This design comes from an exercise in tuning for small area on the open sky130 flow, not from production work.
Only simulation tests tie the RTL to the original design; equivalence was not proved.
Power is estimated from default activity; no workload was simulated.

== run A ==
==> flow/design.v (excerpt) <==
module iwdg_top
#(
  parameter logic [31:0] BASE_ADR = 32'h0100_0000,
  parameter int          FIFO_AW  = 4
) (
  input  logic        clk,
  input  logic        rst,
  input  logic        cyc_m2s,
  input  logic        stb_m2s,
  input  logic        we_m2s,
  input  logic [31:0] adr_m2s,
  input  logic [15:0] dat_m2s,
  output logic [15:0] dat_s2m,
  output logic        ack_s2m,
  output logic        iwdg_rst
);
  logic [2:0]  ph;
  logic [2:0]  ph_n;
  logic        ph0, ph1, ph4, ph5, ph7;
  logic        ph_clr;
  logic        mapped;
  logic [3:0]  s;
  logic [15:0] key;
  logic [11:0] rlr;
  logic [2:0]  pr;
  logic [1:0]  st;
  logic        nr;
  logic        wr;
  logic        w_kr, w_pr, w_rlr, w_st;
  logic        key_acc, key_cnt, key_rel;
  logic        kr5;
  assign mapped = (adr_m2s[31:4] == BASE_ADR[31:4]) && (adr_m2s[1:0] == 2'b00);
  assign s[0] = (adr_m2s[3:2] == 2'd0);
  assign s[1] = (adr_m2s[3:2] == 2'd1);
  assign s[2] = (adr_m2s[3:2] == 2'd2);
  assign s[3] = (adr_m2s[3:2] == 2'd3);
  assign ph0 = (ph == 3'd0);
  assign ph1 = (ph == 3'd1);
  assign ph4 = (ph == 3'd4);
  ...
==> flow/config.mk <==
export PLATFORM = sky130hd
export DESIGN_NAME = iwdg_top
export DESIGN_NICKNAME = iwdg_top
export VERILOG_FILES = /design/flow/design.v
export SDC_FILE = /design/flow/constraint.sdc
export NUM_CORES = 4
export LEC_CHECK = 0
export ABC_AREA = 1
export CAP_MARGIN = 0
export CORE_MARGIN = 2
export CORE_UTILIZATION = 55
export SLEW_MARGIN = 0
==> flow/constraint.sdc <==
create_clock -name core_clock -period 8.0 [get_ports {clk}]
set_input_delay 1.6000 -clock core_clock [delete_from_list [all_inputs] [get_ports {clk}]]
set_output_delay 1.6000 -clock core_clock [all_outputs]
set_load 0.01 [all_outputs]
standard.sh (not shown) runs the stock make flow with config.mk's settings and CLKGATE_MAP_FILE= SYNTH_SCRIPT=/design/flow/synth_recipe.tcl, a recipe that flattens the netlist after the stock synthesis.
==> flow/flow/run.sh <==
#!/bin/bash
# Own layout flow: the standard synthesis, its gates re-mapped for area
# (registers untouched), then the standard ORFS layout with lighter port
# buffers and a smaller clock tree. Each tool writes its own log here.
set -euo pipefail
here=$(pwd)
plat=${FLOW_PLATFORM:-sky130hd}
top=${FLOW_TOP:-iwdg_top}
res=$here/orfs/results/$plat/iwdg_top/base
lib=$FLOW_HOME/platforms/$plat/lib/sky130_fd_sc_hd__tt_025C_1v80.lib
yosys_bin=$FLOW_HOME/../tools/install/yosys/bin/yosys
[[ -x $yosys_bin ]] || yosys_bin=yosys
jobs=${NUM_CORES:-4}

# 1. Standard synthesis, unchanged.
bash standard.sh synth > log_1_synth.log 2>&1
cp "$res/1_2_yosys.v" "$here/1_2_yosys_std.v"

# 2. Re-map the gates between the registers with several ABC runs (different
#    seeds of its randomised AIG optimisation); keep the smallest netlist.
dontuse=$(sed -n '/DONT_USE_CELLS += /,/^$/p' "$FLOW_HOME/platforms/$plat/config.mk" \
  | tr -d '\\' | grep -o 'sky130_fd_sc_hd__[A-Za-z0-9_]*' | sed 's/^/-dont_use /' | tr '\n' ' ')
mkdir -p resynth
run_one() {
  local tag=$1 script=$2
  sed -e "s|@LIB@|$lib|g" -e "s|@IN@|$here/1_2_yosys_std.v|" -e "s|@OUT@|$here/resynth/$tag.v|" \
      -e "s|@TOP@|$top|g" -e "s|@ABC@|$script|" -e "s|@DONTUSE@|$dontuse|" \
      flow/resynth.ys.in > "resynth/$tag.ys"
  "$yosys_bin" -s "resynth/$tag.ys" > "log_2_resynth_$tag.log" 2>&1 || true
}
n=0
for seed in $(seq 0 100); do
  printf '&get -n\n&st\n&deepsyn -T 40 -J 100 -S %s\n&dch -f\n&nf -a -R 1000 -C 32\n&put\n' "$seed" > "resynth/s$seed.abc"
  run_one "s$seed" "$here/resynth/s$seed.abc" &
  n=$((n + 1))
  if (( n % jobs == 0 )); then wait; fi
done
wait
best=""; best_area=""
for log in log_2_resynth_s*.log; do
  tag=${log#log_2_resynth_}; tag=${tag%.log}
  a=$(grep "Chip area for module" "$log" | tail -1 | awk '{print $NF}')
  [[ -n "$a" && -s "resynth/$tag.v" ]] || continue
  if [[ -z "$best" ]] || awk -v a="$a" -v b="$best_area" 'BEGIN{exit !(a < b)}'; then
    best=$tag; best_area=$a
  fi
done
echo "resynth: best $best area $best_area" | tee log_2_resynth_pick.log
if [[ -n "$best" ]]; then
  cp "resynth/$best.v" "$res/1_2_yosys.v"
  rm -f "$res/1_synth.odb" "$res/1_synth.sdc"
fi

# 3. Standard layout from the re-mapped netlist.
bash standard.sh \
  "BUFFER_PORTS_ARGS=-buffer_cell sky130_fd_sc_hd__buf_1" \
  "CTS_ARGS=-sink_clustering_enable -repair_clock_nets -buf_list sky130_fd_sc_hd__clkbuf_4 -root_buf sky130_fd_sc_hd__clkbuf_4 -dont_use_dummy_load" \
  finish > log_3_layout.log 2>&1
Other scripts of this flow, unchanged in this note and not shown: flow/flow/resynth.ys.in
Run A: done, clean on timing, DRC and antenna
Modified inputs, run B compared to run A
- SLEW_MARGIN changed from 0 to 20
- CAP_MARGIN changed from 0 to 20
diff --git a/flow/flow/run.sh b/flow/flow/run.sh
--- a/flow/flow/run.sh
+++ b/flow/flow/run.sh
@@ -30,6 +30,6 @@
 }
 n=0
-for seed in $(seq 0 100); do
-  printf '&get -n\n&st\n&deepsyn -T 40 -J 100 -S %s\n&dch -f\n&nf -a -R 1000 -C 32\n&put\n' "$seed" > "resynth/s$seed.abc"
+for seed in 0 1 2 3 4 5 6 7; do
+  printf '&get -n\n&st\n&deepsyn -T 40 -S %s\n&dch -f\n&nf -a\n&put\n' "$seed" > "resynth/s$seed.abc"
   run_one "s$seed" "$here/resynth/s$seed.abc" &
   n=$((n + 1))
@@ -55,4 +55,4 @@
 bash standard.sh \
   "BUFFER_PORTS_ARGS=-buffer_cell sky130_fd_sc_hd__buf_1" \
-  "CTS_ARGS=-sink_clustering_enable -repair_clock_nets -buf_list sky130_fd_sc_hd__clkbuf_4 -root_buf sky130_fd_sc_hd__clkbuf_4 -dont_use_dummy_load" \
+  "CTS_ARGS=-sink_clustering_enable -repair_clock_nets -buf_list sky130_fd_sc_hd__clkbuf_2 -root_buf sky130_fd_sc_hd__clkbuf_4 -dont_use_dummy_load" \
   finish > log_3_layout.log 2>&1
## What came out
- Relative to run A, biggest fanout along the worst timing path increased by 1 in run B.
- | mean instance size in the synthesized netlist | run A vs run B | ≈ equal |
- Post-place instance area on run B is up relative to run A.
- Proportion of layout cells with a drive suffix above 1: run B vs run A — no meaningful difference
- Fmax in run B is about 8% above run A.
- Run B: number of nets produced by synthesis about 2.3% above run A
- Run A → run B: area added between synthesis and finish barely changed, clock skew shrank by 11 ps, via count +136.
- Diff run A -> run B | detailed-routed wire length on met3 | up by more than a quarter
- | total detailed-routing wirelength | higher: run B |
The following lists how run C was set up differently from run B:
diff --git a/flow/flow/run.sh b/flow/flow/run.sh
--- a/flow/flow/run.sh
+++ b/flow/flow/run.sh
@@ -30,6 +30,6 @@
 }
 n=0
-for seed in 0 1 2 3 4 5 6 7; do
-  printf '&get -n\n&st\n&deepsyn -T 40 -S %s\n&dch -f\n&nf -a\n&put\n' "$seed" > "resynth/s$seed.abc"
+for seed in $(seq 0 15); do
+  printf '&get -n\n&st\n&deepsyn -T 40 -S %s\n&dch -f\n&nf -a -R 1000 -C 32\n&put\n' "$seed" > "resynth/s$seed.abc"
   run_one "s$seed" "$here/resynth/s$seed.abc" &
   n=$((n + 1))
@@ -55,4 +55,4 @@
 bash standard.sh \
   "BUFFER_PORTS_ARGS=-buffer_cell sky130_fd_sc_hd__buf_1" \
-  "CTS_ARGS=-sink_clustering_enable -repair_clock_nets -buf_list sky130_fd_sc_hd__clkbuf_2 -root_buf sky130_fd_sc_hd__clkbuf_4 -dont_use_dummy_load" \
+  "CTS_ARGS=-sink_clustering_enable -repair_clock_nets -buf_list sky130_fd_sc_hd__clkbuf_4 -root_buf sky130_fd_sc_hd__clkbuf_4 -dont_use_dummy_load" \
   finish > log_3_layout.log 2>&1
### Flow results
Min switching part of the total power across run C and run B: run C. Combinational fraction of design power on run C is up relative to run B. Between run C and run B, the maximum frequency is higher for run B. The run showing the smaller multi-input combinational area share is run C. Sink count of the clock tree came out exactly the same in run C and run B. Run C finished all stages; the layout is clean. When the final numbers for run C and run B were put side by side, the multi-input logic cell count turned out to be smaller in run C. Growth of design area from synthesis to finish up 0.37 points in run C wrt run B.

separate check: timing with driven ports:
In the flow no input, the clock included, has a driving cell. The finished layouts below were timed again as built, in two steps.
Step 1 assumes that a clkbuf_16 drives the clock port and a buf_2 every other input.
Step 2 also shifts input and output timing later by t, the mid clock arrival at the registers, as if the neighbouring blocks saw the same clock.
Three values: ideal, step 1, step 2; two values: the first two.
| run | t, ns | setup WS [ns] | clock arrival spread, ns |
|---|---|---|---|
| run A | 0.401 | 2.401 / 2.401 / 2.401 | 0.039 / 0.039 |
| run B | 0.418 | 2.819 / 2.819 / 2.819 | 0.028 / 0.028 |
| run C | 0.394 | 2.562 / 2.562 / 2.562 | 0.037 / 0.038 |
After both steps every run listed still meets setup and hold.
